Context: an optimization exercise on an open-source flow, tuned for small area, a short achievable clock period and few clock cycles. The choices shown serve that exercise and are no tape-out recipe.
Function was checked by simulation only, so behaviour that the tests miss may differ from the original.

**design/flow/design.v**
```verilog
package cds_pkg;
    localparam int DAY_W   = 5;
    localparam int MONTH_W = 4;
    localparam int YEAR_W  = 14;
    localparam int COUNT_W = 16;
    localparam int MASK_W  = 7;
    localparam int WD_W    = 3;
    localparam int DOY_W   = 9;
endpackage
module cds_mod7 (
    input  logic [15:0] x,
    output logic [2:0]  r
);
    logic [5:0] s1;
    logic [3:0] s2;
    logic [2:0] s3;
    assign s1 = 6'(x[2:0]) + 6'(x[5:3]) + 6'(x[8:6]) + 6'(x[11:9]) + 6'(x[14:12]) + 6'(x[15]);
    assign s2 = 4'(s1[2:0]) + 4'(s1[5:3]);
    assign s3 = s2[2:0] + 3'(s2[3]);
    assign r  = (s3 == 3'd7) ? 3'd0 : s3;
endmodule
module cds_month_len (
    input  logic       leap,
    input  logic [3:0] m,
    output logic [4:0] len
);
    always_comb begin
        case (m)
            4'd1, 4'd3, 4'd5, 4'd7, 4'd8, 4'd10, 4'd12: len = 5'd31;
            4'd4, 4'd6, 4'd9, 4'd11:                    len = 5'd30;
            4'd2:    len = leap ? 5'd29 : 5'd28;
            default: len = 5'd0;
        endcase
    end
endmodule
module cds_days_before (
    input  logic [3:0] m,
    output logic [8:0] days
);
    always_comb begin
        case (m)
            4'd2:    days = 9'd31;
            4'd3:    days = 9'd59;
            4'd4:    days = 9'd90;
            4'd5:    days = 9'd120;
            4'd6:    days = 9'd151;
            4'd7:    days = 9'd181;
            4'd8:    days = 9'd212;
            4'd9:    days = 9'd243;
            4'd10:   days = 9'd273;
            4'd11:   days = 9'd304;
            4'd12:   days = 9'd334;
            default: days = 9'd0;
        endcase
    end
endmodule
module cds_doy_split (
    input  logic [8:0] r,
    input  logic       leap,
    output logic [3:0] m,
    output logic [4:0] d
);
    logic       feb29;
    logic [8:0] rr;
    logic [8:0] cum;
    assign feb29 = leap && (r == 9'd59);
    assign rr    = (leap && (r > 9'd59)) ? r - 9'd1 : r;
    always_comb begin
        if (feb29)             m = 4'd2;
        else if (rr < 9'd31)   m = 4'd1;
        else if (rr < 9'd59)   m = 4'd2;
        else if (rr < 9'd90)   m = 4'd3;
        else if (rr < 9'd120)  m = 4'd4;
        else if (rr < 9'd151)  m = 4'd5;
        else if (rr < 9'd181)  m = 4'd6;
        else if (rr < 9'd212)  m = 4'd7;
        else if (rr < 9'd243)  m = 4'd8;
        else if (rr < 9'd273)  m = 4'd9;
        else if (rr < 9'd304)  m = 4'd10;
        else if (rr < 9'd334)  m = 4'd11;
        else                   m = 4'd12;
    end
    cds_days_before u_cum (.m(m), .days(cum));
    assign d = feb29 ? 5'd29 : rr[4:0] - cum[4:0] + 5'd1;
endmodule
module cds_div100 (
    input  logic [13:0] y,
    output logic [7:0]  q,
    output logic [6:0]  rem
);
    logic [13:0]       p41;
    logic [7:0]        qe;
    logic signed [8:0] r0;
    logic              neg, over;
    assign p41  = {6'b0, y[13:6]} + {1'b0, y[13:6], 5'b0} + {3'b0, y[13:6], 3'b0};
    assign qe   = p41[13:6];
    assign r0   = y[8:0] - {qe, 6'b0} - {qe, 5'b0} - {qe, 2'b0};
    assign neg  = r0[8];
    assign over = !neg && (r0 >= 9'sd100);
    logic [6:0] rp, rm;
    assign rp   = 7'(r0[6:0] + 7'd100);
    assign rm   = 7'(r0[6:0] - 7'd100);
    assign q    = qe + {{7{neg}}, neg || over};
    assign rem  = neg ? rp : over ? rm : r0[6:0];
endmodule
module cds_div3 #(
    parameter int W = 15
) (
    input  logic [W-1:0] x,
    output logic [W-1:0] q,
    output logic [1:0]   r
);
    logic [W:0] r1, r0;
    assign r1[W] = 1'b0;
    assign r0[W] = 1'b0;
    for (genvar i = W - 1; i >= 0; i--) begin : g_st
        assign q[i]  = r1[i+1] | (r0[i+1] & x[i]);
        assign r1[i] = (r0[i+1] & !x[i]) | (r1[i+1] & x[i]);
        assign r0[i] = (!r1[i+1] & !r0[i+1] & x[i]) | (r1[i+1] & !x[i]);
    end
    assign r = {r1[0], r0[0]};
endmodule
module cds_pass30 (
    input  logic       back,
    input  logic [3:0] from,
    input  logic [3:0] to,
    output logic       hit
);
    logic [12:0] sel;
    always_comb begin
        sel = '0;
        for (int k = 1; k <= 12; k++) begin
            if (!back) begin
                if (to >= from) sel[k] = (4'(k) > from) && (4'(k) <= to);
                else            sel[k] = (4'(k) > from) || (4'(k) <= to);
            end else begin
                if (to <= from) sel[k] = (4'(k) >= to) && (4'(k) < from);
                else            sel[k] = (4'(k) >= to) || (4'(k) < from);
            end
        end
        hit = sel[4] || sel[6] || sel[9] || sel[11];
    end
endmodule
module cds_ywd (
    input  logic [1:0] a,
    input  logic [6:0] b,
    output logic [3:0] w
);
    logic [4:0] s;
    logic [3:0] s1;
    logic [2:0] s7;
    logic [2:0] f5;
    assign s  = 5'(a) + 5'(b[6:2]) + 5'd1;
    assign s1 = 4'(s[2:0]) + 4'(s[4:3]);
    assign s7 = (s1 >= 4'd7) ? 3'(s1 - 4'd7) : s1[2:0];
    always_comb begin
        case (s7)
            3'd1:    f5 = 3'd5;
            3'd2:    f5 = 3'd3;
            3'd3:    f5 = 3'd1;
            3'd4:    f5 = 3'd6;
            3'd5:    f5 = 3'd4;
            3'd6:    f5 = 3'd2;
            default: f5 = 3'd0;
        endcase
    end
    assign w = 4'(f5) + 4'(b[1:0]) + 4'(b[1:0] != 2'd0) + 4'((b == 7'd0) && (a != 2'd0));
endmodule
import cds_pkg::*;
module calendar_date_stepper
#(
    parameter int unsigned MAX_YEAR = 9999
) (
    input  logic               aclk,
    input  logic               aresetn,
    input  logic               cfg_wr_en,
    input  logic [MASK_W-1:0]  cfg_wr_data,
    input  logic               s_valid,
    output logic               s_ready,
    input  logic [1:0]         s_req_type,
    input  logic               s_step_back,
    input  logic [COUNT_W-1:0] s_step_count,
    input  logic [DAY_W-1:0]   s_load_day,
    input  logic [MONTH_W-1:0] s_load_month,
    input  logic [YEAR_W-1:0]  s_load_year,
    output logic               m_valid,
    input  logic               m_ready,
    output logic [DAY_W-1:0]   m_out_day,
    output logic [MONTH_W-1:0] m_out_month,
    output logic [YEAR_W-1:0]  m_out_year,
    output logic [WD_W-1:0]    m_weekday,
    output logic [DOY_W-1:0]   m_day_of_year,
    output logic               m_is_leap,
    output logic [DAY_W-1:0]   m_month_length,
    output logic               m_date_valid,
    output logic               m_is_weekend,
    output logic               m_range_error
);
    localparam logic signed [15:0] MAXY = 16'(MAX_YEAR);
    typedef enum logic [2:0] {
        ST_IDLE = 3'd0,
        ST_D1   = 3'd1,
        ST_D2   = 3'd2,
        ST_M2   = 3'd4,
        ST_G    = 3'd5,
        ST_RW   = 3'd6
    } state_t;
    state_t st;
    logic [4:0]  o_day;
    logic [3:0]  o_month;
    logic [13:0] o_year;
    logic [2:0]  o_wd;
    logic [8:0]  o_doy;
    logic        o_leap;
    logic [4:0]  o_len;
    logic        o_valid;
    logic        o_wkend;
    logic        o_err;
    logic        mvalid;
    logic [8:0]  yc400;    
    logic [6:0]  mask;
    logic               rmon;     
    logic               rback;
    logic signed [9:0]  de;
    logic               wc;
    logic [2:0]         wdn;
    logic signed [15:0] wy;
    logic [3:0]         wm;
    logic [4:0]         wdd;
    logic               werr;
    logic [12:0]        wq;       
    logic [10:0]        wz;       
    logic signed [10:0] acc;
    logic signed [10:0] wx;
    logic [1:0]         wa;       
    logic [6:0]         wrem;
    logic [1:0]         nfc;
    assign acc  = wq[10:0];
    assign wx   = wz;
    assign wrem = wz[6:0];
    assign wa   = wz[8:7];
    assign nfc  = wz[10:9];
    logic               has30;
    logic               fl_e, fl_m, fl_p;
    logic outfree;
    assign outfree = !mvalid || m_ready;
    assign s_ready = (st == ST_IDLE);
    logic        fit, is_day, is_mon, is_step, nz_cnt;
    logic [2:0]  nmod7;
    logic [3:0]  wsum;
    logic [2:0]  wdn_next;
    logic [10:0] acc_acc;
    logic [8:0]  acc_a;
    logic signed [17:0] acc_b;
    assign fit     = o_valid && (o_year != 14'd0) && (o_year <= 14'(MAX_YEAR));
    assign is_day  = (s_req_type == 2'd1);
    assign is_mon  = (s_req_type == 2'd2);
    assign is_step = is_day || is_mon;
    assign nz_cnt  = (s_step_count != 16'd0);
    cds_mod7 u_nmod7 (.x(s_step_count), .r(nmod7));
    logic [2:0] nsel;
    assign nsel     = s_step_back ? ~nmod7 : nmod7;
    assign wsum     = 4'(o_wd) + 4'(nsel);
    assign wdn_next = (wsum >= 4'd7) ? 3'(wsum + 4'd1) : wsum[2:0];
    logic [8:0] doy_m1;
    assign doy_m1 = o_doy - 9'd1;
    assign acc_a  = s_step_back ? o_doy : doy_m1;
    assign acc_b  = s_step_back ? ~{2'b00, s_step_count} : {2'b00, s_step_count};
    assign acc_acc = 11'(acc_a) + acc_b[10:0];
    logic signed [11:0] bx;
    logic [7:0]         ax45;
    logic signed [17:0] p45;
    logic signed [9:0]  de_next;
    logic signed [10:0] xe_next;
    assign bx      = acc_b[17:6];
    always_comb begin
        case (acc_a[8:6])
            3'd0:    ax45 = 8'd0;
            3'd1:    ax45 = 8'd45;
            3'd2:    ax45 = 8'd90;
            3'd3:    ax45 = 8'd135;
            3'd4:    ax45 = 8'd180;
            default: ax45 = 8'd225;
        endcase
    end
    assign p45     = (18'(bx) <<< 5) + (18'(bx) <<< 3) + (18'(bx) <<< 2) + 18'(bx) + 18'(ax45);
    assign de_next = 10'(p45 >>> 8);
    assign xe_next = 11'(yc400) + 11'(de_next);
    logic [13:0] n3q;
    logic [1:0]  n3r;
    logic [3:0]  mterm;
    logic [4:0]  mt;
    logic        mcar;
    logic [3:0]  mr;
    cds_div3 #(.W(14)) u_div3 (.x(s_step_count[15:2]), .q(n3q), .r(n3r));
    assign mterm = s_step_back ? 4'd12 - o_month : o_month - 4'd1;
    assign mt    = 5'({n3r, s_step_count[1:0]}) + 5'(mterm);
    assign mcar  = (mt >= 5'd12);
    assign mr    = mcar ? 4'(mt - 5'd12) : mt[3:0];
    logic       small_d, small_m;
    logic       s_lm, s_lp;
    logic [1:0] s_a;
    logic [6:0] s_b;
    assign small_d = (s_step_count < 16'd365);
    assign small_m = (s_step_count < 16'd12);
    assign s_lm    = (yc400[1:0] == 2'd1) && (yc400 != 9'd101) && (yc400 != 9'd201) && (yc400 != 9'd301);
    assign s_lp    = (yc400[1:0] == 2'd3) && (yc400 != 9'd99) && (yc400 != 9'd199) && (yc400 != 9'd299);
    always_comb begin
        if (yc400 >= 9'd300)      begin s_a = 2'd3; s_b = 7'(yc400 - 9'd300); end
        else if (yc400 >= 9'd200) begin s_a = 2'd2; s_b = 7'(yc400 - 9'd200); end
        else if (yc400 >= 9'd100) begin s_a = 2'd1; s_b = 7'(yc400 - 9'd100); end
        else                      begin s_a = 2'd0; s_b = 7'(yc400);          end
    end
    logic [4:0]  mts;
    logic        mcs, sm_hi, sm_lo;
    logic [3:0]  mrs, mcm;
    logic [15:0] ysm;
    logic [1:0]  asm_;
    logic [6:0]  bsm;
    assign mts   = 5'(s_step_count[3:0]) + 5'(mterm);
    assign mcs   = (mts >= 5'd12);
    assign mrs   = mcs ? 4'(mts - 5'd12) : mts[3:0];
    assign sm_hi = !s_step_back && mcs && (o_year == 14'(MAX_YEAR));
    assign sm_lo = s_step_back && mcs && (o_year == 14'd1);
    assign mcm   = sm_hi ? 4'd12 : sm_lo ? 4'd1 : (s_step_back ? 4'd12 - mrs : mrs + 4'd1);
    always_comb begin
        ysm  = 16'(o_year);
        asm_ = s_a;
        bsm  = s_b;
        if (mcs && !sm_hi && !sm_lo) begin
            if (!s_step_back) begin
                ysm = 16'(o_year) + 16'd1;
                if (s_b == 7'd99) begin bsm = 7'd0; asm_ = s_a + 2'd1; end
                else              bsm = s_b + 7'd1;
            end else begin
                ysm = 16'(o_year) - 16'd1;
                if (s_b == 7'd0) begin bsm = 7'd99; asm_ = s_a - 2'd1; end
                else             bsm = s_b - 7'd1;
            end
        end
    end
    logic signed [10:0] t4, t4s, d4, pd;
    logic [2:0]         cnt;
    logic [2:0]         kx;
    logic [10:0]        dy365;
    logic signed [10:0] r0;
    logic               e_lp, e_lm, e_lpp;
    assign t4     = 11'(yc400[1:0]) + 11'(de) + 11'sd3;
    assign t4s    = t4 >>> 2;
    assign d4     = t4s - 11'(yc400[1:0] != 2'd0);
    assign cnt    = 3'(wx > -11'sd100) + 3'(wx > 11'sd0) + 3'(wx > 11'sd100) + 3'(wx > 11'sd200)
                    + 3'(wx > 11'sd300) + 3'(wx > 11'sd400) + 3'(wx > 11'sd500);
    assign kx     = 3'(yc400 > 9'd0) + 3'(yc400 > 9'd100) + 3'(yc400 > 9'd200) + 3'(yc400 > 9'd300);
    assign pd     = d4 - 11'(cnt) + 11'(kx) + 11'(wx > 11'sd0) + 11'(wx > 11'sd400)
                    - 11'(yc400 != 9'd0) + 11'sd1;
    assign dy365  = (11'(de) << 8) + (11'(de) << 6) + (11'(de) << 5) + (11'(de) << 3)
                    + (11'(de) << 2) + 11'(de);
    assign r0     = acc[10:0] - dy365 - pd;
    assign e_lp   = (wx[1:0] == 2'd0) && (wx != -11'sd100) && (wx != 11'sd100) && (wx != 11'sd200)
                    && (wx != 11'sd300) && (wx != 11'sd500);
    assign e_lm   = (wx[1:0] == 2'd1) && (wx != -11'sd99) && (wx != 11'sd101) && (wx != 11'sd201)
                    && (wx != 11'sd301) && (wx != 11'sd501);
    assign e_lpp  = (wx[1:0] == 2'd3) && (wx != -11'sd101) && (wx != 11'sd99) && (wx != 11'sd199)
                    && (wx != 11'sd299) && (wx != 11'sd499);
    logic               rneg, rover;
    logic [9:0]         rfix;
    logic signed [15:0] yfin;
    logic signed [10:0] xfin;
    logic [8:0]         ycfin;
    logic               lfin;
    logic [3:0]         dc_m;
    logic [4:0]         dc_d;
    logic [4:0]         dc_len;
    logic               dc_hi, dc_lo;
    assign rneg  = acc[10];
    assign rover = !rneg && (fl_e ? (acc[9:0] >= 10'd366) : (acc[9:0] >= 10'd365));
    logic [9:0] radd;
    always_comb begin
        if (rneg)       radd = fl_m ? 10'd366 : 10'd365;
        else if (rover) radd = fl_e ? -10'd366 : -10'd365;
        else            radd = 10'd0;
    end
    assign rfix  = acc[9:0] + radd;
    assign yfin  = wy + {{15{rneg}}, rneg || rover};
    assign xfin  = wx + {{10{rneg}}, rneg || rover};
    assign ycfin = 9'(xfin + ((xfin < 11'sd0) ? 11'sd400 : (xfin >= 11'sd400) ? -11'sd400 : 11'sd0));
    assign lfin  = rneg ? fl_m : rover ? fl_p : fl_e;
    cds_doy_split u_split (.r(rfix[8:0]), .leap(lfin), .m(dc_m), .d(dc_d));
    cds_month_len u_dclen (.leap(lfin), .m(dc_m), .len(dc_len));
    assign dc_hi = (yfin > MAXY);
    assign dc_lo = (yfin < 16'sd1);
    logic signed [15:0] ymv;
    logic               f_hi, f_lo;
    logic [13:0]        yc;
    logic [3:0]         mc;
    logic [1:0]         dys;
    logic signed [3:0]  nf;
    logic               h30;
    logic [13:0]        fy;
    logic [1:0]         fq;
    logic [6:0]         frem;
    assign ymv  = 16'(o_year) + (rback ? ~{3'b0, wq} : {3'b0, wq}) + 16'(rback ? !wc : wc);
    assign f_hi = !rback && (ymv > MAXY);
    assign f_lo = rback && (ymv < 16'sd1);
    assign yc   = f_hi ? 14'(MAX_YEAR) : f_lo ? 14'd1 : ymv[13:0];
    assign mc   = f_hi ? 4'd12 : f_lo ? 4'd1 : wm;
    always_comb begin
        if (f_hi)                 dys = (o_year >= 14'd9997) ? 2'(2'd3 - o_year[1:0]) : 2'd3;
        else if (f_lo)            dys = (o_year <= 14'd3) ? 2'(o_year - 14'd1) : 2'd3;
        else if ((wq >= 13'd3) || ((wq == 13'd2) && wc)) dys = 2'd3;
        else                      dys = wq[1:0] + 2'(wc);
    end
    logic       n_back;
    logic [3:0] n_to;
    logic [1:0] n_dys;
    assign n_back = (st == ST_IDLE) ? s_step_back : rback;
    assign n_to   = (st == ST_IDLE) ? mcm : mc;
    assign n_dys  = (st == ST_IDLE) ? 2'((mcs && !sm_hi && !sm_lo)) : dys;
    always_comb begin
        if (!n_back) nf = 4'(n_dys) - 4'(n_to == 4'd1) + 4'(o_month == 4'd1);
        else         nf = 4'(n_dys) - 4'(o_month < 4'd3) + 4'(n_to < 4'd3);
    end
    cds_pass30 u_p30 (.back(n_back), .from(o_month), .to(n_to), .hit(h30));
    assign fy = (st == ST_IDLE) ? s_load_year : ymv[13:0];
    cds_div100 u_div100 (.y(fy), .q(fq), .rem(frem));
    logic        g_lp, g_lm, g_lpp, g_feb;
    logic [4:0]  g_l, g_d, g_len;
    logic        g_valid;
    logic [8:0]  g_cum, g_doy;
    logic [2:0]  g_wd;
    logic [8:0]  g_yc400;
    assign g_lp  = (wy[1:0] == 2'd0) && ((wrem != 7'd0)  || (wa == 2'd0));
    assign g_lm  = (wy[1:0] == 2'd1) && ((wrem != 7'd1)  || (wa == 2'd0));
    assign g_lpp = (wy[1:0] == 2'd3) && ((wrem != 7'd99) || (wa == 2'd3));
    assign g_feb = !rback ? ((wm >= 4'd2) ? g_lp : g_lm) : ((wm <= 4'd2) ? g_lp : g_lpp);
    always_comb begin
        if (!rmon)             g_l = 5'd31;
        else if (nfc == 2'd2)  g_l = 5'd28;
        else if (nfc == 2'd1)  g_l = g_feb ? 5'd29 : 5'd28;
        else if (has30)        g_l = 5'd30;
        else                   g_l = 5'd31;
    end
    assign g_d = (wdd < g_l) ? wdd : g_l;
    cds_month_len   u_glen (.leap(g_lp), .m(wm), .len(g_len));
    cds_days_before u_gcum (.m(wm), .days(g_cum));
    assign g_valid = (g_len != 5'd0) && (g_d != 5'd0) && (g_d <= g_len);
    assign g_doy   = g_cum + 9'(g_lp && (wm > 4'd2)) + 9'(g_d);
    logic [1:0]  g_a4;
    assign g_a4    = wa;
    logic [3:0] g_ym;
    logic [2:0] g_cm;
    cds_ywd u_ywd (.a(wa), .b(wrem), .w(g_ym));
    always_comb begin
        case (wm)
            4'd2, 4'd3, 4'd11: g_cm = 3'd3;
            4'd4, 4'd7:        g_cm = 3'd6;
            4'd5:              g_cm = 3'd1;
            4'd6:              g_cm = 3'd4;
            4'd8:              g_cm = 3'd2;
            4'd9, 4'd12:       g_cm = 3'd5;
            default:           g_cm = 3'd0;
        endcase
    end
    logic [2:0] g_dm;
    logic [4:0] g_ws;
    logic [3:0] g_w1;
    always_comb begin
        case (g_d)
            5'd7, 5'd14, 5'd21, 5'd28:  g_dm = 3'd0;
            5'd1, 5'd8, 5'd15, 5'd22, 5'd29: g_dm = 3'd1;
            5'd2, 5'd9, 5'd16, 5'd23, 5'd30: g_dm = 3'd2;
            5'd3, 5'd10, 5'd17, 5'd24, 5'd31: g_dm = 3'd3;
            5'd4, 5'd11, 5'd18, 5'd25: g_dm = 3'd4;
            5'd5, 5'd12, 5'd19, 5'd26: g_dm = 3'd5;
            5'd6, 5'd13, 5'd20, 5'd27: g_dm = 3'd6;
            default: g_dm = 3'd0;
        endcase
    end
    assign g_ws = 5'(g_ym) + 5'(g_cm) + 5'(g_lp && (wm > 4'd2)) + 5'(g_dm);
    assign g_w1 = 4'(g_ws[2:0]) + 4'(g_ws[4:3]);
    assign g_wd = (g_w1 >= 4'd7) ? 3'(g_w1 - 4'd7) : g_w1[2:0];
    always_comb begin
        case (g_a4)
            2'd0:    g_yc400 = 9'(wrem);
            2'd1:    g_yc400 = 9'd100 + 9'(wrem);
            2'd2:    g_yc400 = 9'd200 + 9'(wrem);
            default: g_yc400 = 9'd300 + 9'(wrem);
        endcase
    end
    logic acc_step, rpt_now, commit_d, commit_g, commit_r;
    assign acc_step = is_step && fit && nz_cnt;
    assign rpt_now  = (st == ST_IDLE) && s_valid && (s_req_type != 2'd0) && !acc_step;
    assign commit_r = (rpt_now || (st == ST_RW)) && outfree;
    assign commit_d = (st == ST_D2) && outfree;
    assign commit_g = (st == ST_G) && outfree;
    always_ff @(posedge aclk) begin
        if (!aresetn) begin
            st      <= ST_IDLE;
            mvalid  <= 1'b0;
            mask    <= 7'd96;
            o_day   <= 5'd1;
            o_month <= 4'd1;
            o_year  <= 14'd2000;
            o_wd    <= 3'd6;
            o_doy   <= 9'd1;
            o_leap  <= 1'b1;
            o_len   <= 5'd31;
            o_valid <= 1'b1;
            o_wkend <= 1'b1;
            o_err   <= 1'b0;
            yc400   <= 9'd0;
        end else begin
            if (cfg_wr_en) mask <= cfg_wr_data;
            if (commit_r || commit_d || commit_g) mvalid <= 1'b1;
            else if (m_ready)                     mvalid <= 1'b0;
            unique case (st)
                ST_IDLE: begin
                    if (s_valid) begin
                        if (s_req_type == 2'd0) st <= ST_G;
                        else if (acc_step)      st <= is_day ? (small_d ? ST_D2 : ST_D1)
                                                     : (small_m ? ST_G : ST_M2);
                        else if (!outfree)      st <= ST_RW;
                    end
                end
                ST_RW:   if (outfree) st <= ST_IDLE;
                ST_D1:   st <= ST_D2;
                ST_D2:   if (outfree) st <= ST_IDLE;
                ST_M2:   st <= ST_G;
                ST_G:    if (outfree) st <= ST_IDLE;
                default: st <= ST_IDLE;
            endcase
            if (commit_r) begin
                o_err   <= (st == ST_RW) ? werr : (is_step && !fit);
                o_wkend <= o_valid && mask[o_wd];
            end
            if (commit_d) begin
                o_valid <= 1'b1;
                if (dc_hi) begin
                    o_day <= 5'd31; o_month <= 4'd12; o_year <= 14'(MAX_YEAR);
                    o_wd <= 3'd5; o_doy <= 9'd365; o_leap <= 1'b0; o_len <= 5'd31;
                    o_wkend <= mask[5]; o_err <= 1'b1; yc400 <= 9'd399;
                end else if (dc_lo) begin
                    o_day <= 5'd1; o_month <= 4'd1; o_year <= 14'd1;
                    o_wd <= 3'd1; o_doy <= 9'd1; o_leap <= 1'b0; o_len <= 5'd31;
                    o_wkend <= mask[1]; o_err <= 1'b1; yc400 <= 9'd1;
                end else begin
                    o_day <= dc_d; o_month <= dc_m; o_year <= yfin[13:0];
                    o_wd <= wdn; o_doy <= rfix[8:0] + 9'd1; o_leap <= lfin; o_len <= dc_len;
                    o_wkend <= mask[wdn]; o_err <= 1'b0; yc400 <= ycfin;
                end
            end
            if (commit_g) begin
                o_day   <= g_d;
                o_month <= wm;
                o_year  <= wy[13:0];
                o_wd    <= g_valid ? g_wd : 3'd0;
                o_doy   <= g_valid ? g_doy : 9'd0;
                o_leap  <= g_lp;
                o_len   <= g_len;
                o_valid <= g_valid;
                o_wkend <= g_valid && mask[g_wd];
                o_err   <= werr;
                yc400   <= g_yc400;
            end
        end
    end
    always_ff @(posedge aclk) begin
        unique case (st)
            ST_IDLE: begin
                rback <= s_step_back;
                de    <= de_next;
                fl_e  <= o_leap;
                fl_m  <= s_lm;
                fl_p  <= s_lp;
                has30 <= h30;
                wc    <= mcar;
                wdn   <= wdn_next;
                rmon  <= is_mon;
                werr  <= (is_step && !fit) || (is_mon && (sm_hi || sm_lo));
                wq    <= is_day ? 13'(acc_acc) : n3q[12:0];
                if (is_day)      wz <= small_d ? 11'(yc400) : xe_next;
                else if (is_mon) wz <= {(nf >= 4'sd2) ? 2'd2 : (nf == 4'sd1) ? 2'd1 : 2'd0, asm_, bsm};
                else             wz <= {2'd0, fq, frem};
                if (s_req_type == 2'd0) begin
                    wdd <= s_load_day;
                    wm  <= s_load_month;
                    wy  <= 16'(s_load_year);
                end else begin
                    wdd <= o_day;
                    wm  <= small_m ? mcm : (s_step_back ? 4'd12 - mr : mr + 4'd1);
                    wy  <= (is_mon && small_m) ? ysm : 16'(o_year);
                end
            end
            ST_D1: begin
                wq   <= 13'(r0);
                wy   <= 16'(o_year) + 16'(de);
                fl_e <= e_lp;
                fl_m <= e_lm;
                fl_p <= e_lpp;
            end
            ST_M2: begin
                wy    <= 16'(yc);
                wm    <= mc;
                werr  <= f_hi || f_lo;
                wz    <= {(nf >= 4'sd2) ? 2'd2 : (nf == 4'sd1) ? 2'd1 : 2'd0,
                          f_hi ? 2'd3 : f_lo ? 2'd0 : fq,
                          f_hi ? 7'd99 : f_lo ? 7'd1 : frem};
                has30 <= h30;
            end
            default: ;
        endcase
    end
    assign m_valid        = mvalid;
    assign m_out_day      = o_day;
    assign m_out_month    = o_month;
    assign m_out_year     = o_year;
    assign m_weekday      = o_wd;
    assign m_day_of_year  = o_doy;
    assign m_is_leap      = o_leap;
    assign m_month_length = o_len;
    assign m_date_valid   = o_valid;
    assign m_is_weekend   = o_wkend;
    assign m_range_error  = o_err;
endmodule
```
**design/flow/run.sh**
```bash
#!/bin/bash
# synth_recipe.tcl (not shown) runs the flow's synth.tcl, then flattens the netlist and writes it again
# the make line also repeats each setting of config.mk as NAME=value (left out here)
make -C /OpenROAD-flow-scripts/flow DESIGN_CONFIG=/design/flow/config.mk WORK_HOME=/design/flow/orfs CLKGATE_MAP_FILE= SYNTH_SCRIPT=/design/flow/synth_recipe.tcl finish
```
**design/flow/config.mk**
```make
export PLATFORM = sky130hd
export DESIGN_NAME = calendar_date_stepper
export DESIGN_NICKNAME = calendar_date_stepper
export VERILOG_FILES = /design/flow/design.v
export SDC_FILE = /design/flow/constraint.sdc
export NUM_CORES = 4
export LEC_CHECK = 0
export ABC_AREA = 1
export CAP_MARGIN = 20
export CORE_MARGIN = 2
export CORE_UTILIZATION = 40
export SETUP_SLACK_MARGIN = 0.8
export SLEW_MARGIN = 20
```
**design/flow/constraint.sdc**
```tcl
create_clock -name core_clock -period 9.0 [get_ports {aclk}]
set_input_delay 1.8000 -clock core_clock [delete_from_list [all_inputs] [get_ports {aclk}]]
set_output_delay 1.8000 -clock core_clock [all_outputs]
set_load 0.01 [all_outputs]
```
==> qor.yml, run 1 <==
synth_top_cell_area_share_pct: 16.7
io_buffer_count: 99
reg2reg_slack_ps: 880
yosys-top-cells-count: "nand2_1 (781), inv_1 (576), ha_1 (327)"
fin_area_um2: 27800
dpl.hpwl_um: 70800
synth-seq-cells: 144
core_area_um2: 60400
die-area_um2: 63100
reg2reg_depth: 42
finalSetupTns_ps: 0
drc_errors: 0
yosysTopAreaCell: "ha_1"
drive_gt1_share_pct: 8.84
grt_setup_unrepaired: "true"
ios: 100
hold_violations: 0
cts_buffers: 17
globalplace.congestion: 0.988
worst_pin_slew_ps: 892
synth_fp_nets: 4079
crit_fanout: 2
holdCritPathClass: "reg2reg"
wl_per_cell_um: 19.3
cp-end-kind: "flip-flop"
path_class: "reg2reg"
setup_viol: 0
synth-edff-count: 69
drt_iter0_markers: 1977
place_area_um2: 26600
avgSynthCellArea_um2: 6.80
num_antenna_cells: 0
area_growth_pct: 13.8
grtUsageTotal_pct: 27.8
cpLargestDelayFamily: "adder cells"
cts.hold.buffers_added: 0
hold_start: "o_err$_SDFFE_PN0P_"
die_h_um: 251
drv_cap: 0
via_count: 24400
worstReg2RegEnd: "wq[8]$_DFFE_PP_"
overflow: 0
timing.final.crit_period_ps: 8120
synthArstFlopShare_pct: 0
max_freq_mhz: 123
cp_slowest_stage_delay_ps: 560
synthMostInstantiatedCell: "nand2_1"
initial_core_util_pct: 40.5
synth_area_um2: 24500
slew_headroom_pct: 40.3
period_share_pct: 90.3
synth_ff_type: "dfxtp_1"
hold_depth: 2
fin_nets: 4214
via_per_inst: 5.40
cp-start-kind: "flip-flop"
crit_cells: 42
die_w_um: 251
yosys_warnings: 7
ys_seq_area_share_pct: 14.6
clk_pin_slew_ps: 70
htreeDepth: 4
slew_violations: 0
synth_area_leaders: "ha_1 (17%), nand2_1 (12%), inv_1 (8.8%)"
syn_inst: 3595
clockBufferDepth: 2
rows: 90
cp_num_buf_inv: 16
r2r_start: "wz[10]$_DFFE_PN_"
antenna_left: 0
antenna_found_initial: 0
ys_types: 73
root_buffer: "clkbuf_16"
crit_slowest_cell: "fa_1"
fin_skew_ps: 18.6
wl_um: 87500
dr.pass1.iters: 6
cts.sinks: 144
status: "no timing/DRC/antenna violations"
grt_pass1_vias: 23200
grt_max_degree: 41
required_ps: 9340
grt_pass1_wl_um: 135000
cts_tree: "done"
crit_arrival_ps: 8460
holdPathEnd: "o_err$_SDFFE_PN0P_"
clk_latency_ps: 490
worst reg2reg max path: cells and delay by family, from the launching register on:
family          cells  cell delay (ps)
buf+inv            16             1380
flops               1              400
fa+ha+maj          11             4600
simple gates       10             1050
compound gates      5              530
area by class of cell:
class | instances | area, um^2
Timing Repair Buffer | 202 | 1780
Multi-Input combinational cell | 2760 | 18600
Sequential cell | 144 | 3570
Tap cell | 782 | 978
Clock inverter | 13 | 130
Inverter | 605 | 2280
Clock buffer | 19 | 475
Fill cell | 6213 | 32500
cell usage in the layout, fill, tap and decap left out, types with 15 or more instances in the layout:
cell type / n
nand3_1: 202
buf_4: 98
a21oi_1: 206
o221ai_1: 21
o21ai_1: 20
o21bai_1: 15
clkdlybuf4s50_1: 97
dfxtp_1: 74
o21ai_0: 195
nand4_1: 37
nor2_1: 263
nand2_2: 26
edfxtp_1: 69
inv_1: 559
xor2_1: 134
inv_2: 40
xnor2_1: 56
o211ai_1: 31
o31ai_1: 17
clkbuf_16: 19
a31oi_1: 33
nand2_1: 775
fa_1: 98
ha_1: 319
nor2_2: 16
or2_2: 19
nor3_1: 54
worst max path at each step:
stage,start,to,slack (ps)
after floorplan,wz[10]$_DFFE_PN_,wq[10]$_DFFE_PP_,810
after detailed placement,wz[3]$_DFFE_PN_,wq[10]$_DFFE_PP_,460
final,wz[10]$_DFFE_PN_,wq[8]$_DFFE_PP_,880
after global placement,wz[3]$_DFFE_PN_,wq[10]$_DFFE_PP_,500
after CTS,wz[3]$_DFFE_PN_,wq[10]$_DFFE_PP_,800
after global routing,wz[7]$_DFFE_PN_,wq[11]$_DFFE_PP_,500
kinds of logic (layout without fill, tap and decap cells):
family	after synthesis	after routing	synth area share (%)
AO/OA/AOI/OAI	670	670	16.5
AND/OR/NAND/NOR	1460	1460	25.7
multiplexers	2	2	0.0819
adder cells (fa/ha/maj)	430	430	25.2
flip-flops	144	144	14.6
XOR/XNOR	198	198	7.18
buffers and inverters	691	839	10.8
flip-flops by register name, summed over array words and instances, names as in the netlist, 4 cells and up:
signal / flops
de: 10
g_cum: 9
mask: 7
o_day: 5
o_doy: 9
o_month: 4
o_year: 14
wdd: 5
wm: 4
wq: 13
wy: 16
wz: 11
yc400: 9
metrics by stage:
step,std cells,setup slack (ps),hold slack (ps),utilization (%)
global placement,4462,496,464,44.1
CTS,4509,799,478,45.4
floorplan,3595,808,458,-
detailed placement,4462,459,467,44.1
finish,4525,877,478,46.1
global route,4525,501,497,46.1
layer usage:
layer / vias to the layer above / GRT usage (%) / wire length [um]
met5: - / 0 / 0
met4: 0 / 10.3 / 3380
met3: 147 / 3.73 / 5220
met2: 775 / 45.0 / 39600
met1: 11400 / 37.8 / 39300
li1: 12100 / - / -
timing repair:
item | in CTS | in global routing
setup endpoints to repair | 4 | 28
cloned | 0 | 0
hold endpoints to repair | 0 | 0
pin swaps | 18 | 45
gates resized for setup | 27 | 73
setup buffers | 15 | 16
Testbench counts, summed over its fixed seeds: cycles 2,192.
==> inputs of run 2 (changes only) <==
--- a/design/flow/design.v
+++ b/design/flow/design.v
@@ -197,13 +197,15 @@
     output logic               m_range_error
 );
     localparam logic signed [15:0] MAXY = 16'(MAX_YEAR);
-    typedef enum logic [2:0] {
-        ST_IDLE = 3'd0,
-        ST_D1   = 3'd1,
-        ST_D2   = 3'd2,
-        ST_M2   = 3'd4,
-        ST_G    = 3'd5,
-        ST_RW   = 3'd6
+    typedef enum logic [3:0] {
+        ST_IDLE = 4'd0,
+        ST_D1   = 4'd1,
+        ST_D2   = 4'd2,
+        ST_L    = 4'd3,
+        ST_M2   = 4'd4,
+        ST_G    = 4'd5,
+        ST_RW   = 4'd6,
+        ST_A    = 4'd7
     } state_t;
     state_t st;
     logic [4:0]  o_day;
@@ -244,8 +246,21 @@
     logic               fl_e, fl_m, fl_p;
     logic outfree;
     assign outfree = !mvalid || m_ready;
-    assign s_ready = (st == ST_IDLE);
+    logic        last, done_now, pend;
+    logic        cap, cap_now, cap_load;
+    logic [1:0]  cq_type;
+    logic        cq_back;
+    logic [22:0] cq_x;        
+    logic [15:0] cq_n;
+    assign cq_n     = cq_x[15:0];
+    assign last     = (st == ST_D2) || (st == ST_G) || (st == ST_RW) || ((st == ST_A) && rpt_now);
+    assign done_now = (st == ST_IDLE) || (last && outfree);
+    assign s_ready  = !pend && ((st == ST_IDLE) || last);
+    assign cap      = s_valid && s_ready;
+    assign cap_now  = cap && done_now;
+    assign cap_load = cap_now && (s_req_type == 2'd0);
     logic        fit, is_day, is_mon, is_step, nz_cnt;
+    logic        acc_step, rpt_now;
     logic [2:0]  nmod7;
     logic [3:0]  wsum;
     logic [2:0]  wdn_next;
@@ -253,19 +268,21 @@
     logic [8:0]  acc_a;
     logic signed [17:0] acc_b;
     assign fit     = o_valid && (o_year != 14'd0) && (o_year <= 14'(MAX_YEAR));
-    assign is_day  = (s_req_type == 2'd1);
-    assign is_mon  = (s_req_type == 2'd2);
+    assign is_day  = (cq_type == 2'd1);
+    assign is_mon  = (cq_type == 2'd2);
     assign is_step = is_day || is_mon;
-    assign nz_cnt  = (s_step_count != 16'd0);
-    cds_mod7 u_nmod7 (.x(s_step_count), .r(nmod7));
+    assign nz_cnt  = (cq_n != 16'd0);
+    assign acc_step = is_step && fit && nz_cnt;
+    assign rpt_now  = !acc_step;
+    cds_mod7 u_nmod7 (.x(cq_n), .r(nmod7));
     logic [2:0] nsel;
-    assign nsel     = s_step_back ? ~nmod7 : nmod7;
+    assign nsel     = cq_back ? ~nmod7 : nmod7;
     assign wsum     = 4'(o_wd) + 4'(nsel);
     assign wdn_next = (wsum >= 4'd7) ? 3'(wsum + 4'd1) : wsum[2:0];
     logic [8:0] doy_m1;
     assign doy_m1 = o_doy - 9'd1;
-    assign acc_a  = s_step_back ? o_doy : doy_m1;
-    assign acc_b  = s_step_back ? ~{2'b00, s_step_count} : {2'b00, s_step_count};
+    assign acc_a  = cq_back ? o_doy : doy_m1;
+    assign acc_b  = cq_back ? ~{2'b00, cq_n} : {2'b00, cq_n};
     assign acc_acc = 11'(acc_a) + acc_b[10:0];
     logic signed [11:0] bx;
     logic [7:0]         ax45;
@@ -292,17 +309,17 @@
     logic [4:0]  mt;
     logic        mcar;
     logic [3:0]  mr;
-    cds_div3 #(.W(14)) u_div3 (.x(s_step_count[15:2]), .q(n3q), .r(n3r));
-    assign mterm = s_step_back ? 4'd12 - o_month : o_month - 4'd1;
-    assign mt    = 5'({n3r, s_step_count[1:0]}) + 5'(mterm);
+    cds_div3 #(.W(14)) u_div3 (.x(cq_n[15:2]), .q(n3q), .r(n3r));
+    assign mterm = cq_back ? 4'd12 - o_month : o_month - 4'd1;
+    assign mt    = 5'({n3r, cq_n[1:0]}) + 5'(mterm);
     assign mcar  = (mt >= 5'd12);
     assign mr    = mcar ? 4'(mt - 5'd12) : mt[3:0];
     logic       small_d, small_m;
     logic       s_lm, s_lp;
     logic [1:0] s_a;
     logic [6:0] s_b;
-    assign small_d = (s_step_count < 16'd365);
-    assign small_m = (s_step_count < 16'd12);
+    assign small_d = (cq_n < 16'd365);
+    assign small_m = (cq_n < 16'd12);
     assign s_lm    = (yc400[1:0] == 2'd1) && (yc400 != 9'd101) && (yc400 != 9'd201) && (yc400 != 9'd301);
     assign s_lp    = (yc400[1:0] == 2'd3) && (yc400 != 9'd99) && (yc400 != 9'd199) && (yc400 != 9'd299);
     always_comb begin
@@ -317,18 +334,18 @@
     logic [15:0] ysm;
     logic [1:0]  asm_;
     logic [6:0]  bsm;
-    assign mts   = 5'(s_step_count[3:0]) + 5'(mterm);
+    assign mts   = 5'(cq_n[3:0]) + 5'(mterm);
     assign mcs   = (mts >= 5'd12);
     assign mrs   = mcs ? 4'(mts - 5'd12) : mts[3:0];
-    assign sm_hi = !s_step_back && mcs && (o_year == 14'(MAX_YEAR));
-    assign sm_lo = s_step_back && mcs && (o_year == 14'd1);
-    assign mcm   = sm_hi ? 4'd12 : sm_lo ? 4'd1 : (s_step_back ? 4'd12 - mrs : mrs + 4'd1);
+    assign sm_hi = !cq_back && mcs && (o_year == 14'(MAX_YEAR));
+    assign sm_lo = cq_back && mcs && (o_year == 14'd1);
+    assign mcm   = sm_hi ? 4'd12 : sm_lo ? 4'd1 : (cq_back ? 4'd12 - mrs : mrs + 4'd1);
     always_comb begin
         ysm  = 16'(o_year);
         asm_ = s_a;
         bsm  = s_b;
         if (mcs && !sm_hi && !sm_lo) begin
-            if (!s_step_back) begin
+            if (!cq_back) begin
                 ysm = 16'(o_year) + 16'd1;
                 if (s_b == 7'd99) begin bsm = 7'd0; asm_ = s_a + 2'd1; end
                 else              bsm = s_b + 7'd1;
@@ -413,15 +430,15 @@
     logic       n_back;
     logic [3:0] n_to;
     logic [1:0] n_dys;
-    assign n_back = (st == ST_IDLE) ? s_step_back : rback;
-    assign n_to   = (st == ST_IDLE) ? mcm : mc;
-    assign n_dys  = (st == ST_IDLE) ? 2'((mcs && !sm_hi && !sm_lo)) : dys;
+    assign n_back = (st == ST_A) ? cq_back : rback;
+    assign n_to   = (st == ST_A) ? mcm : mc;
+    assign n_dys  = (st == ST_A) ? 2'((mcs && !sm_hi && !sm_lo)) : dys;
     always_comb begin
         if (!n_back) nf = 4'(n_dys) - 4'(n_to == 4'd1) + 4'(o_month == 4'd1);
         else         nf = 4'(n_dys) - 4'(o_month < 4'd3) + 4'(n_to < 4'd3);
     end
     cds_pass30 u_p30 (.back(n_back), .from(o_month), .to(n_to), .hit(h30));
-    assign fy = (st == ST_IDLE) ? s_load_year : ymv[13:0];
+    assign fy = (st == ST_M2) ? ymv[13:0] : (st == ST_L) ? cq_x[22:9] : s_load_year;
     cds_div100 u_div100 (.y(fy), .q(fq), .rem(frem));
     logic        g_lp, g_lm, g_lpp, g_feb;
     logic [4:0]  g_l, g_d, g_len;
@@ -487,15 +504,14 @@
             default: g_yc400 = 9'd300 + 9'(wrem);
         endcase
     end
-    logic acc_step, rpt_now, commit_d, commit_g, commit_r;
-    assign acc_step = is_step && fit && nz_cnt;
-    assign rpt_now  = (st == ST_IDLE) && s_valid && (s_req_type != 2'd0) && !acc_step;
-    assign commit_r = (rpt_now || (st == ST_RW)) && outfree;
+    logic commit_d, commit_g, commit_r;
+    assign commit_r = (((st == ST_A) && rpt_now) || (st == ST_RW)) && outfree;
     assign commit_d = (st == ST_D2) && outfree;
     assign commit_g = (st == ST_G) && outfree;
     always_ff @(posedge aclk) begin
         if (!aresetn) begin
             st      <= ST_IDLE;
+            pend    <= 1'b0;
             mvalid  <= 1'b0;
             mask    <= 7'd96;
             o_day   <= 5'd1;
@@ -514,21 +530,27 @@
             if (commit_r || commit_d || commit_g) mvalid <= 1'b1;
             else if (m_ready)                     mvalid <= 1'b0;
             unique case (st)
-                ST_IDLE: begin
-                    if (s_valid) begin
-                        if (s_req_type == 2'd0) st <= ST_G;
-                        else if (acc_step)      st <= is_day ? (small_d ? ST_D2 : ST_D1)
-                                                     : (small_m ? ST_G : ST_M2);
-                        else if (!outfree)      st <= ST_RW;
-                    end
+                ST_IDLE: if (cap) st <= cap_load ? ST_G : ST_A;
+                ST_A: begin
+                    if (acc_step)      st <= is_day ? (small_d ? ST_D2 : ST_D1)
+                                            : (small_m ? ST_G : ST_M2);
+                    else if (outfree)  st <= cap ? (cap_load ? ST_G : ST_A) : ST_IDLE;
+                    else               st <= ST_RW;
                 end
-                ST_RW:   if (outfree) st <= ST_IDLE;
                 ST_D1:   st <= ST_D2;
-                ST_D2:   if (outfree) st <= ST_IDLE;
                 ST_M2:   st <= ST_G;
-                ST_G:    if (outfree) st <= ST_IDLE;
+                ST_L:    st <= ST_G;
+                ST_D2, ST_G, ST_RW: begin
+                    if (outfree) begin
+                        if (cap)       st <= cap_load ? ST_G : ST_A;
+                        else if (pend) st <= (cq_type == 2'd0) ? ST_L : ST_A;
+                        else           st <= ST_IDLE;
+                    end
+                end
                 default: st <= ST_IDLE;
             endcase
+            if (cap && !done_now) pend <= 1'b1;
+            else if (done_now)    pend <= 1'b0;
             if (commit_r) begin
                 o_err   <= (st == ST_RW) ? werr : (is_step && !fit);
                 o_wkend <= o_valid && mask[o_wd];
@@ -565,9 +587,24 @@
         end
     end
     always_ff @(posedge aclk) begin
+        if (cap) begin
+            cq_type <= s_req_type;
+            cq_back <= s_step_back;
+            cq_x    <= (s_req_type == 2'd0) ? {s_load_year, s_load_month, s_load_day}
+                                            : 23'(s_step_count);
+        end
         unique case (st)
-            ST_IDLE: begin
-                rback <= s_step_back;
+            ST_L: begin
+                wdd  <= cq_x[4:0];
+                wm   <= cq_x[8:5];
+                wy   <= 16'(cq_x[22:9]);
+                wz   <= {2'd0, fq, frem};
+                werr <= 1'b0;
+                rmon <= 1'b0;
+            end
+            ST_A: begin
+                rback <= cq_back;
+                rmon  <= is_mon;
                 de    <= de_next;
                 fl_e  <= o_leap;
                 fl_m  <= s_lm;
@@ -575,21 +612,13 @@
                 has30 <= h30;
                 wc    <= mcar;
                 wdn   <= wdn_next;
-                rmon  <= is_mon;
                 werr  <= (is_step && !fit) || (is_mon && (sm_hi || sm_lo));
                 wq    <= is_day ? 13'(acc_acc) : n3q[12:0];
-                if (is_day)      wz <= small_d ? 11'(yc400) : xe_next;
-                else if (is_mon) wz <= {(nf >= 4'sd2) ? 2'd2 : (nf == 4'sd1) ? 2'd1 : 2'd0, asm_, bsm};
-                else             wz <= {2'd0, fq, frem};
-                if (s_req_type == 2'd0) begin
-                    wdd <= s_load_day;
-                    wm  <= s_load_month;
-                    wy  <= 16'(s_load_year);
-                end else begin
-                    wdd <= o_day;
-                    wm  <= small_m ? mcm : (s_step_back ? 4'd12 - mr : mr + 4'd1);
-                    wy  <= (is_mon && small_m) ? ysm : 16'(o_year);
-                end
+                if (is_day) wz <= small_d ? 11'(yc400) : xe_next;
+                else        wz <= {(nf >= 4'sd2) ? 2'd2 : (nf == 4'sd1) ? 2'd1 : 2'd0, asm_, bsm};
+                wdd <= o_day;
+                wm  <= small_m ? mcm : (cq_back ? 4'd12 - mr : mr + 4'd1);
+                wy  <= (is_mon && small_m) ? ysm : 16'(o_year);
             end
             ST_D1: begin
                 wq   <= 13'(r0);
@@ -609,6 +638,14 @@
             end
             default: ;
         endcase
+        if (cap_load) begin
+            wdd  <= s_load_day;
+            wm   <= s_load_month;
+            wy   <= 16'(s_load_year);
+            wz   <= {2'd0, fq, frem};
+            werr <= 1'b0;
+            rmon <= 1'b0;
+        end
     end
     assign m_valid        = mvalid;
     assign m_out_day      = o_day;
==> qor.yml, run 2 <==
synth_ff_type: "edfxtp_1"  # was dfxtp_1
yosys_warnings: 7  # unchanged
cts_tree: "done"  # unchanged
synth_area_um2: 25700  # was 24500 um^2
grtUsageTotal_pct: 28.8  # was 27.8%
drt_iter0_markers: 2595  # was 1977
syn_inst: 3738  # was 3595
holdCritPathClass: "reg2reg"  # unchanged
drv_cap: 0  # unchanged
post-route-util_pct: 45.4  # was 46.1%
largestRegisters: "cq_x: 23 flops, wy: 16 flops, o_year: 14 flops"  # was wy: 16 flops, o_year: 14 flops, wq: 13 flops
core_area_um2: 64000  # was 60400 um^2
antenna_found_initial: 0  # unchanged
die_h_um: 258  # was 251 um
synth-seq-cells: 171  # was 144
synth_top_family_by_area: "simple AND/OR/NAND/NOR gates"  # unchanged
setup.worst_path.end: "wq[11]$_DFFE_PP_"  # was wq[8]$_DFFE_PP_
rows: 93  # was 90
dr.pass1.iters: 6  # unchanged
largest-register: "cq_x"  # was wy
synthArstFlopShare_pct: 0  # unchanged
via_per_inst: 5.49  # was 5.40
via_count: 25900  # was 24400
globalplace.congestion: 0.983  # was 0.988
io_buffer_count: 99  # unchanged
synth_fa_ha_area_share_pct: 24.2  # was 25.2%
hold_violations: 0  # unchanged
worstReg2RegEnd: "wq[11]$_DFFE_PP_"  # was wq[8]$_DFFE_PP_
die_w_um: 258  # was 251 um
yosys-top-cells-count: "nand2_1 (808), inv_1 (605), ha_1 (328)"  # was nand2_1 (781), inv_1 (576), ha_1 (327)
slew_headroom_pct: 33.9  # was 40.3%
layout_commonest_cell: "nand2_1"  # unchanged
yosysTopAreaCell: "ha_1"  # unchanged
setup_viol: 0  # unchanged
synth_xor_area_share_pct: 6.96  # was 7.18%
crit_start: "wz[8]$_DFFE_PN_"  # was wz[10]$_DFFE_PN_
yosys.area_share.simple_pct: 25.0  # was 25.7%
crit_fanout: 4  # was 2
period_share_pct: 89.8  # was 90.3%
drive_gt1_share_pct: 8.24  # was 8.84%
synth_top_cell_area_share_pct: 15.9  # was 16.7%
area_growth_pct: 12.9  # was 13.8%
reg2reg_slack_ps: 920  # was 880 ps
r2r_start: "wz[8]$_DFFE_PN_"  # was wz[10]$_DFFE_PN_
reg2reg_depth: 39  # was 42
wl_per_cell_um: 20.5  # was 19.3 um
wl_um: 96700  # was 87500 um
path_class: "reg2reg"  # unchanged
layoutNonFillerInstCount: 4714  # was 4525
cts.hold.buffers_added: 0  # unchanged
cp-start-kind: "flip-flop"  # unchanged
dpl.hpwl_um: 78500  # was 70800 um
finalSetupTns_ps: 0  # unchanged
grt_pass1_wl_um: 147000  # was 135000 um
avgSynthCellArea_um2: 6.89  # was 6.80 um^2
clockBufferDepth: 2  # unchanged
grt_max_degree: 49  # was 41
place_inst: 4661  # was 4462
largest_reg_flops: 23  # was 16
synth_fp_nets: 4226  # was 4079
synth_area_leaders: "ha_1 (16%), nand2_1 (12%), edfxtp_1 (10%)"  # was ha_1 (17%), nand2_1 (12%), inv_1 (8.8%)
muxShareOfSynthArea_pct: 0.117  # was 0.0819%
fin_nets: 4334  # was 4214
slew_violations: 0  # unchanged
max_freq_mhz: 124  # was 123 MHz
antenna_left: 0  # unchanged
htreeDepth: 4  # unchanged
die-area_um2: 66400  # was 63100 um^2
crit_arrival_ps: 8290  # was 8460 ps
num_antenna_cells: 0  # unchanged
ys_seq_area_share_pct: 16.8  # was 14.6%
clk_pin_slew_ps: 70  # about the same
initial_core_util_pct: 40.2  # was 40.5%
grt_pass1_vias: 24300  # was 23200
clk_latency_ps: 500  # was 490 ps
status: "no timing/DRC/antenna violations"  # unchanged
cts.sinks: 171  # was 144
cp_common_cell: "fa_1"
timing.final.crit_period_ps: 8080  # was 8120 ps
final_cell_mix: "nand2_1 (796), inv_1 (589), ha_1 (316)"  # was nand2_1 (775), inv_1 (559), ha_1 (319)
overflow: 0  # unchanged
ios: 100  # unchanged
synthMostInstantiatedCell: "nand2_1"  # unchanged
crit_slowest_cell: "fa_1"  # unchanged
grt_setup_unrepaired: "true"  # unchanged
ys_types: 76  # was 73
synth_compound_area_share_pct: 16.3  # was 16.5%
worst_pin_slew_ps: 990  # was 892 ps
cp_slowest_stage_delay_ps: 560  # about the same
required_ps: 9210  # was 9340 ps
fin_skew_ps: 17.1  # was 18.6 ps
cp-end-kind: "flip-flop"  # unchanged
drc_errors: 0  # unchanged
cts_buffers: 17  # unchanged
root_buffer: "clkbuf_16"  # unchanged
synth-edff-count: 89  # was 69
## run 2: cell types whose count changed after synthesis, moves of 7 or more
cell and change:
o221ai_1 -8, nand2_1 +27, inv_1 +29, o21ai_0 +39
xor2_1 +12, a211oi_1 -8, dfxtp_1 +7, xnor2_1 -10
a21oi_1 +19, nand3_1 +11, edfxtp_1 +20
## run 2: critical path: cells and delay by family, from the launching register on
family | cells | cell delay, ps
compound gates | 5 | 430
xor+xnor | 1 | 150
buf+inv | 11 | 780
fa+ha+maj | 11 | 4640
flops | 1 | 430
simple gates | 11 | 1360
## run 2: metal layers
layer,share of wire (%),GRT usage [%]
met1,44,39.1
met2,44,45.2
met3,7.5,4.40
met4,4.9,13.3
met5,0,0
## run 2: cells by family after synthesis
group	Yosys count
compound gates	713
xor+xnor	201
fa+ha+maj	434
buf+inv	724
flops	171
mux	3
simple gates	1492
## run 2: worst min-delay path by stage
stage                                  to  depth (start not counted)                  start  slack [ps]
detailed placement  o_len[0]$_SDFFE_PN1P_                          2  o_len[0]$_SDFFE_PN1P_         450
CTS                 o_len[0]$_SDFFE_PN1P_                          2  o_len[0]$_SDFFE_PN1P_         460
global placement    o_len[0]$_SDFFE_PN1P_                          2  o_len[0]$_SDFFE_PN1P_         450
global route         o_wkend$_SDFFE_PN1P_                          2   o_wkend$_SDFFE_PN1P_         510
finish              o_len[0]$_SDFFE_PN1P_                          2  o_len[0]$_SDFFE_PN1P_         460
floorplan            mask[3]$_SDFFE_PN0P_                          2   mask[3]$_SDFFE_PN0P_         460
## run 2: per-stage QoR
| step | instance area, um^2 | hold slack, ps | setup slack (ps) |
|---|---|---|---|
| 5_1_grt | 29100 | 507 | 610 |
| 6_report | 29100 | 458 | 922 |
| 3_5_place_dp | 27900 | 448 | 421 |
| 2_1_floorplan | 25700 | 455 | 853 |
| 3_3_place_gp | 27900 | 447 | 530 |
| 4_1_cts | 28600 | 462 | 820 |
## run 2: cell type report
type / count / area, um^2
fillers: 6720 / 34900
multi-input cells: 2843 / 19100
flip-flops and latches: 171 / 4320
inverters: 628 / 2360
repair buffers: 185 / 1660
well taps: 855 / 1070
clock buffers: 18 / 429
clock inverters: 14 / 145
## run 2: what timing repair did
action,CTS,global route
setup buffers,4,16
pin swaps,4,49
endpoints found under the setup margin,7,15
resized for setup,16,94
Testbench counts of run 2, summed over its fixed seeds: cycles 2,039.
==> inputs of run 3 (changes only) <==
--- a/design/flow/design.v
+++ b/design/flow/design.v
@@ -253,7 +253,7 @@
     logic [22:0] cq_x;        
     logic [15:0] cq_n;
     assign cq_n     = cq_x[15:0];
-    assign last     = (st == ST_D2) || (st == ST_G) || (st == ST_RW) || ((st == ST_A) && rpt_now);
+    assign last     = (st == ST_D2) || (st == ST_G) || (st == ST_RW) || ((st == ST_A) && (rpt_now || day_now));
     assign done_now = (st == ST_IDLE) || (last && outfree);
     assign s_ready  = !pend && ((st == ST_IDLE) || last);
     assign cap      = s_valid && s_ready;
@@ -273,6 +273,7 @@
     assign is_step = is_day || is_mon;
     assign nz_cnt  = (cq_n != 16'd0);
     assign acc_step = is_step && fit && nz_cnt;
+    assign day_now  = is_day && acc_step && (cq_n < 16'd365);
     assign rpt_now  = !acc_step;
     cds_mod7 u_nmod7 (.x(cq_n), .r(nmod7));
     logic [2:0] nsel;
@@ -381,6 +382,7 @@
                     && (wx != 11'sd299) && (wx != 11'sd499);
     logic               rneg, rover;
     logic [9:0]         rfix;
+    logic               day_now;
     logic signed [15:0] yfin;
     logic signed [10:0] xfin;
     logic [8:0]         ycfin;
@@ -389,19 +391,41 @@
     logic [4:0]         dc_d;
     logic [4:0]         dc_len;
     logic               dc_hi, dc_lo;
-    assign rneg  = acc[10];
-    assign rover = !rneg && (fl_e ? (acc[9:0] >= 10'd366) : (acc[9:0] >= 10'd365));
-    logic [9:0] radd;
+    logic               d2a;
+    logic               rneg_r, rover_r, rneg_a, rover_a;
+    logic               fe, fm, fp;
+    logic signed [15:0] wy_in;
+    logic signed [10:0] wx_in;
+    logic [2:0]         wdn_in;
+    logic [9:0]         radd, rfix_r, rfix_a;
+    logic [10:0]        t_lo, t_hi;
+    assign d2a     = (st == ST_A);
+    assign rneg_r  = acc[10];
+    assign rover_r = !rneg_r && (fl_e ? (acc[9:0] >= 10'd366) : (acc[9:0] >= 10'd365));
     always_comb begin
-        if (rneg)       radd = fl_m ? 10'd366 : 10'd365;
-        else if (rover) radd = fl_e ? -10'd366 : -10'd365;
-        else            radd = 10'd0;
+        if (rneg_r)       radd = fl_m ? 10'd366 : 10'd365;
+        else if (rover_r) radd = fl_e ? -10'd366 : -10'd365;
+        else              radd = 10'd0;
     end
-    assign rfix  = acc[9:0] + radd;
-    assign yfin  = wy + {{15{rneg}}, rneg || rover};
-    assign xfin  = wx + {{10{rneg}}, rneg || rover};
+    assign rfix_r  = acc[9:0] + radd;
+    assign rneg_a  = acc_acc[10];
+    assign rover_a = !rneg_a && (o_leap ? (acc_acc[9:0] >= 10'd366) : (acc_acc[9:0] >= 10'd365));
+    assign t_lo    = 11'(acc_a) + acc_b[10:0] + (s_lm ? 11'd366 : 11'd365);
+    assign t_hi    = 11'(acc_a) + acc_b[10:0] - (o_leap ? 11'd366 : 11'd365);
+    assign rfix_a  = rneg_a ? t_lo[9:0] : rover_a ? t_hi[9:0] : acc_acc[9:0];
+    assign rneg    = d2a ? rneg_a : rneg_r;
+    assign rover   = d2a ? rover_a : rover_r;
+    assign rfix    = d2a ? rfix_a : rfix_r;
+    assign fe      = d2a ? o_leap : fl_e;
+    assign fm      = d2a ? s_lm : fl_m;
+    assign fp      = d2a ? s_lp : fl_p;
+    assign wy_in   = d2a ? 16'(o_year) : wy;
+    assign wx_in   = d2a ? 11'(yc400) : wx;
+    assign wdn_in  = d2a ? wdn_next : wdn;
+    assign yfin  = wy_in + {{15{rneg}}, rneg || rover};
+    assign xfin  = wx_in + {{10{rneg}}, rneg || rover};
     assign ycfin = 9'(xfin + ((xfin < 11'sd0) ? 11'sd400 : (xfin >= 11'sd400) ? -11'sd400 : 11'sd0));
-    assign lfin  = rneg ? fl_m : rover ? fl_p : fl_e;
+    assign lfin  = rneg ? fm : rover ? fp : fe;
     cds_doy_split u_split (.r(rfix[8:0]), .leap(lfin), .m(dc_m), .d(dc_d));
     cds_month_len u_dclen (.leap(lfin), .m(dc_m), .len(dc_len));
     assign dc_hi = (yfin > MAXY);
@@ -506,7 +530,7 @@
     end
     logic commit_d, commit_g, commit_r;
     assign commit_r = (((st == ST_A) && rpt_now) || (st == ST_RW)) && outfree;
-    assign commit_d = (st == ST_D2) && outfree;
+    assign commit_d = ((st == ST_D2) || ((st == ST_A) && day_now)) && outfree;
     assign commit_g = (st == ST_G) && outfree;
     always_ff @(posedge aclk) begin
         if (!aresetn) begin
@@ -532,8 +556,8 @@
             unique case (st)
                 ST_IDLE: if (cap) st <= cap_load ? ST_G : ST_A;
                 ST_A: begin
-                    if (acc_step)      st <= is_day ? (small_d ? ST_D2 : ST_D1)
-                                            : (small_m ? ST_G : ST_M2);
+                    if (day_now)       st <= !outfree ? ST_D2 : cap ? (cap_load ? ST_G : ST_A) : ST_IDLE;
+                    else if (acc_step) st <= is_day ? ST_D1 : (small_m ? ST_G : ST_M2);
                     else if (outfree)  st <= cap ? (cap_load ? ST_G : ST_A) : ST_IDLE;
                     else               st <= ST_RW;
                 end
@@ -567,8 +591,8 @@
                     o_wkend <= mask[1]; o_err <= 1'b1; yc400 <= 9'd1;
                 end else begin
                     o_day <= dc_d; o_month <= dc_m; o_year <= yfin[13:0];
-                    o_wd <= wdn; o_doy <= rfix[8:0] + 9'd1; o_leap <= lfin; o_len <= dc_len;
-                    o_wkend <= mask[wdn]; o_err <= 1'b0; yc400 <= ycfin;
+                    o_wd <= wdn_in; o_doy <= rfix[8:0] + 9'd1; o_leap <= lfin; o_len <= dc_len;
+                    o_wkend <= mask[wdn_in]; o_err <= 1'b0; yc400 <= ycfin;
                 end
             end
             if (commit_g) begin
==> qor.yml, run 3 <==
root_buffer: "clkbuf_16"  # unchanged
largest-register: "cq_x"  # unchanged
syn_inst: 3816  # was 3738
path_class: "reg2reg"  # unchanged
required_ps: 9240  # was 9210 ps
slew_violations: 0  # unchanged
ios: 100  # unchanged
setup_viol: 0  # unchanged
fin_area_um2: 29900  # was 29100 um^2
area_growth_pct: 13.7  # was 12.9%
drive_gt1_share_pct: 9.59  # was 8.24%
synth_fa_ha_area_share_pct: 23.9  # was 24.2%
antenna_found_initial: 0  # unchanged
antenna_left: 0  # unchanged
holdPathEnd: "o_err$_SDFFE_PN0P_"  # was o_len[0]$_SDFFE_PN1P_
yosys-top-cells-count: "nand2_1 (778), inv_1 (608), ha_1 (335)"  # was nand2_1 (808), inv_1 (605), ha_1 (328)
layout_commonest_cell: "nand2_1"  # unchanged
muxShareOfSynthArea_pct: 0.0762  # was 0.117%
fin_nets: 4443  # was 4334
cts_buffers: 17  # unchanged
period_share_pct: 88.4  # was 89.8%
synth_fp_nets: 4309  # was 4226
hold_depth: 2  # unchanged
drt_iter0_markers: 2589  # was 2595
die_w_um: 260  # was 258 um
final_cell_mix: "nand2_1 (764), inv_1 (594), ha_1 (329)"  # was nand2_1 (796), inv_1 (589), ha_1 (316)
synth_top_family_by_area: "simple AND/OR/NAND/NOR gates"  # unchanged
timing.final.crit_period_ps: 7950  # was 8080 ps
crit_fanout: 5  # was 4
crit_arrival_ps: 8190  # was 8290 ps
r2r_start: "wz[5]$_DFFE_PN_"  # was wz[8]$_DFFE_PN_
synthMostInstantiatedCell: "nand2_1"  # unchanged
synth-seq-cells: 171  # unchanged
finalSetupTns_ps: 0  # unchanged
yosys.area_share.simple_pct: 24.7  # was 25.0%
place_area_um2: 28500  # was 27900 um^2
rows: 93  # unchanged
io_buffer_count: 99  # unchanged
fin_skew_ps: 12.7  # was 17.1 ps
reg2reg_depth: 37  # was 39
synth_compound_area_share_pct: 17.6  # was 16.3%
synth-edff-count: 86  # was 89
grt_pass1_vias: 25300  # was 24300
yosysTopAreaCell: "ha_1"  # unchanged
reg2reg_slack_ps: 1050  # was 920 ps
post-route-util_pct: 46.2  # was 45.4%
via_per_inst: 5.59  # was 5.49
synth_xor_area_share_pct: 6.80  # was 6.96%
ys_types: 75  # was 76
cts.sinks: 171  # unchanged
htreeDepth: 4  # unchanged
initial_core_util_pct: 40.6  # was 40.2%
avgSynthCellArea_um2: 6.89  # about the same
hold_violations: 0  # unchanged
crit_slowest_cell: "fa_1"  # unchanged
cp-start-kind: "flip-flop"  # unchanged
dr.pass1.iters: 6  # unchanged
status: "no timing/DRC/antenna violations"  # unchanged
clockBufferDepth: 2  # unchanged
die-area_um2: 67800  # was 66400 um^2
holdCritPathClass: "reg2reg"  # unchanged
largestRegisters: "cq_x: 23 flops, wy: 16 flops, o_year: 14 flops"  # unchanged
max_freq_mhz: 126  # was 124 MHz
num_antenna_cells: 0  # unchanged
wl_per_cell_um: 21.4  # was 20.5 um
hold_start: "o_err$_SDFFE_PN0P_"  # was o_len[0]$_SDFFE_PN1P_
grt_max_degree: 64  # was 49
grt_pass1_wl_um: 154000  # was 147000 um
cp-end-kind: "flip-flop"  # unchanged
clk_latency_ps: 500  # about the same
worst_pin_slew_ps: 932  # was 990 ps
globalplace.congestion: 0.980  # was 0.983
synth_area_um2: 26300  # was 25700 um^2
dpl.hpwl_um: 83200  # was 78500 um
core_area_um2: 64700  # was 64000 um^2
synth_top_cell_area_share_pct: 15.9  # about the same
ys_seq_area_share_pct: 16.3  # was 16.8%
cp_slowest_stage_delay_ps: 550  # was 560 ps
largest_reg_flops: 23  # unchanged
cts.hold.buffers_added: 0  # unchanged
cts_tree: "done"  # unchanged
via_count: 26900  # was 25900
grtUsageTotal_pct: 30.3  # was 28.8%
slew_headroom_pct: 37.9  # was 33.9%
die_h_um: 260  # was 258 um
wl_um: 103000  # was 96700 um
synth_ff_type: "edfxtp_1"  # unchanged
drc_errors: 0  # unchanged
clk_pin_slew_ps: 80  # was 70 ps
worstReg2RegEnd: "wq[11]$_DFFE_PP_"  # unchanged
drv_cap: 0  # unchanged
synthArstFlopShare_pct: 0  # unchanged
overflow: 0  # unchanged
yosys_warnings: 7  # unchanged
synth_area_leaders: "ha_1 (16%), nand2_1 (11%), edfxtp_1 (9.8%)"  # was ha_1 (16%), nand2_1 (12%), edfxtp_1 (10%)
grt_setup_unrepaired: "true"  # unchanged
cp_common_cell: "inv_1"  # was fa_1
==> run 3: critical path: cells and delay by family, from the launching register on <==
family | cells | cell delay, ps
xor+xnor | 1 | 210
compound gates | 10 | 1180
simple gates | 5 | 760
buf+inv | 10 | 680
flops | 1 | 460
fa+ha+maj | 11 | 4400
==> run 3: stage by stage <==
step / hold slack (ps) / cells / setup WS, ps
after detailed placement: 461 / 4735 / 416
after floorplan: 456 / 3816 / 786
after CTS: 473 / 4774 / 799
final: 472 / 4818 / 1050
after global placement: 456 / 4735 / 501
after global routing: 488 / 4818 / 658
==> run 3: repair_timing <==
item                                    CTS  global route
pin swaps                                 2            49
endpoints found under the setup margin    9            51
buffers inserted                          7            44
gates resized for setup                  27           107
==> run 3: how the worst max path moves through the flow <==
stage,from,endpoint,slack (ps),cells past startpoint
after floorplan,cq_back$_DFFE_PP_,o_day[4]$_SDFFE_PN0P_,790,51
after global placement,wz[3]$_DFFE_PN_,wq[10]$_DFFE_PP_,500,37
after detailed placement,wz[3]$_DFFE_PN_,wq[11]$_DFFE_PP_,420,37
after CTS,wz[9]$_SDFFE_PP0P_,wq[10]$_DFFE_PP_,800,38
after global routing,wz[5]$_DFFE_PN_,o_wkend$_SDFFE_PN1P_,660,46
final,wz[5]$_DFFE_PN_,wq[11]$_DFFE_PP_,1050,37
==> run 3: final cells by class <==
cell class                 count  area (um^2)
tap                          855         1070
timing repair buffer         217         1910
clock buffer                  19          454
inverter                     634         2400
fill                        6809        34800
sequential                   171         4290
multi-input combinational   2909        19600
clock inverter                13          105
==> run 3: routing by layer <==
layer	vias to the layer above	part of all wire (%)	track usage (%)	routed length (um)
met5	-	0	0	0
li1	12900	-	-	-
met1	12700	42	40.0	43500
met3	232	7.4	3.58	7680
met4	0	5.1	14.5	5280
met2	1157	45	49.0	46900
==> run 3: cells by family (layout without fill, tap and decap cells) <==
kind of cell               count (synthesis)  in the layout
and+or+nand+nor                         1487           1487
AOI/OAI and AO/OA                        779            779
adders and majority gates                439            439
buffers and inverters                    736            883
DFF                                      171            171
muxes                                      2              2
xor gates and xnor gates                 202            202
Testbench counts of run 3, summed over its fixed seeds: cycles 1,720.

-- separate check: timing with driven ports --
Ports are ideal in the flow. The routed layouts listed here were re-timed in OpenROAD. Step 1 (the two cells are an assumption about what drives the block):
set clk [get_ports {aclk}]
set_driving_cell -lib_cell sky130_fd_sc_hd__clkbuf_16 $clk
set_driving_cell -lib_cell sky130_fd_sc_hd__buf_2 [delete_from_list [all_inputs] $clk]
Step 2 adds t to the input delays and takes it off the output delays; t is the mean of the earliest and latest rising clock arrival at the registers after step 1. Input paths then give back, and output paths get back, about the clock's delay inside the block. Slacks: no drivers / after step 1 / after step 2; pairs: no drivers / after step 1.
run | t, ns | slack for setup (ns) | latest minus earliest clock arrival (ns)
run 1 | 0.542 | 0.877 / 0.877 / 0.682 | 0.019 / 0.019
run 2 | 0.550 | 0.922 / 0.922 / 0.731 | 0.017 / 0.018
run 3 | 0.557 | 1.047 / 1.047 / 0.903 | 0.013 / 0.013
After both steps setup and hold are still met in every run listed. For run 1, which loses most, drivers alone change the setup slack by 0.000 ns; drivers and shift together by -0.195 ns.
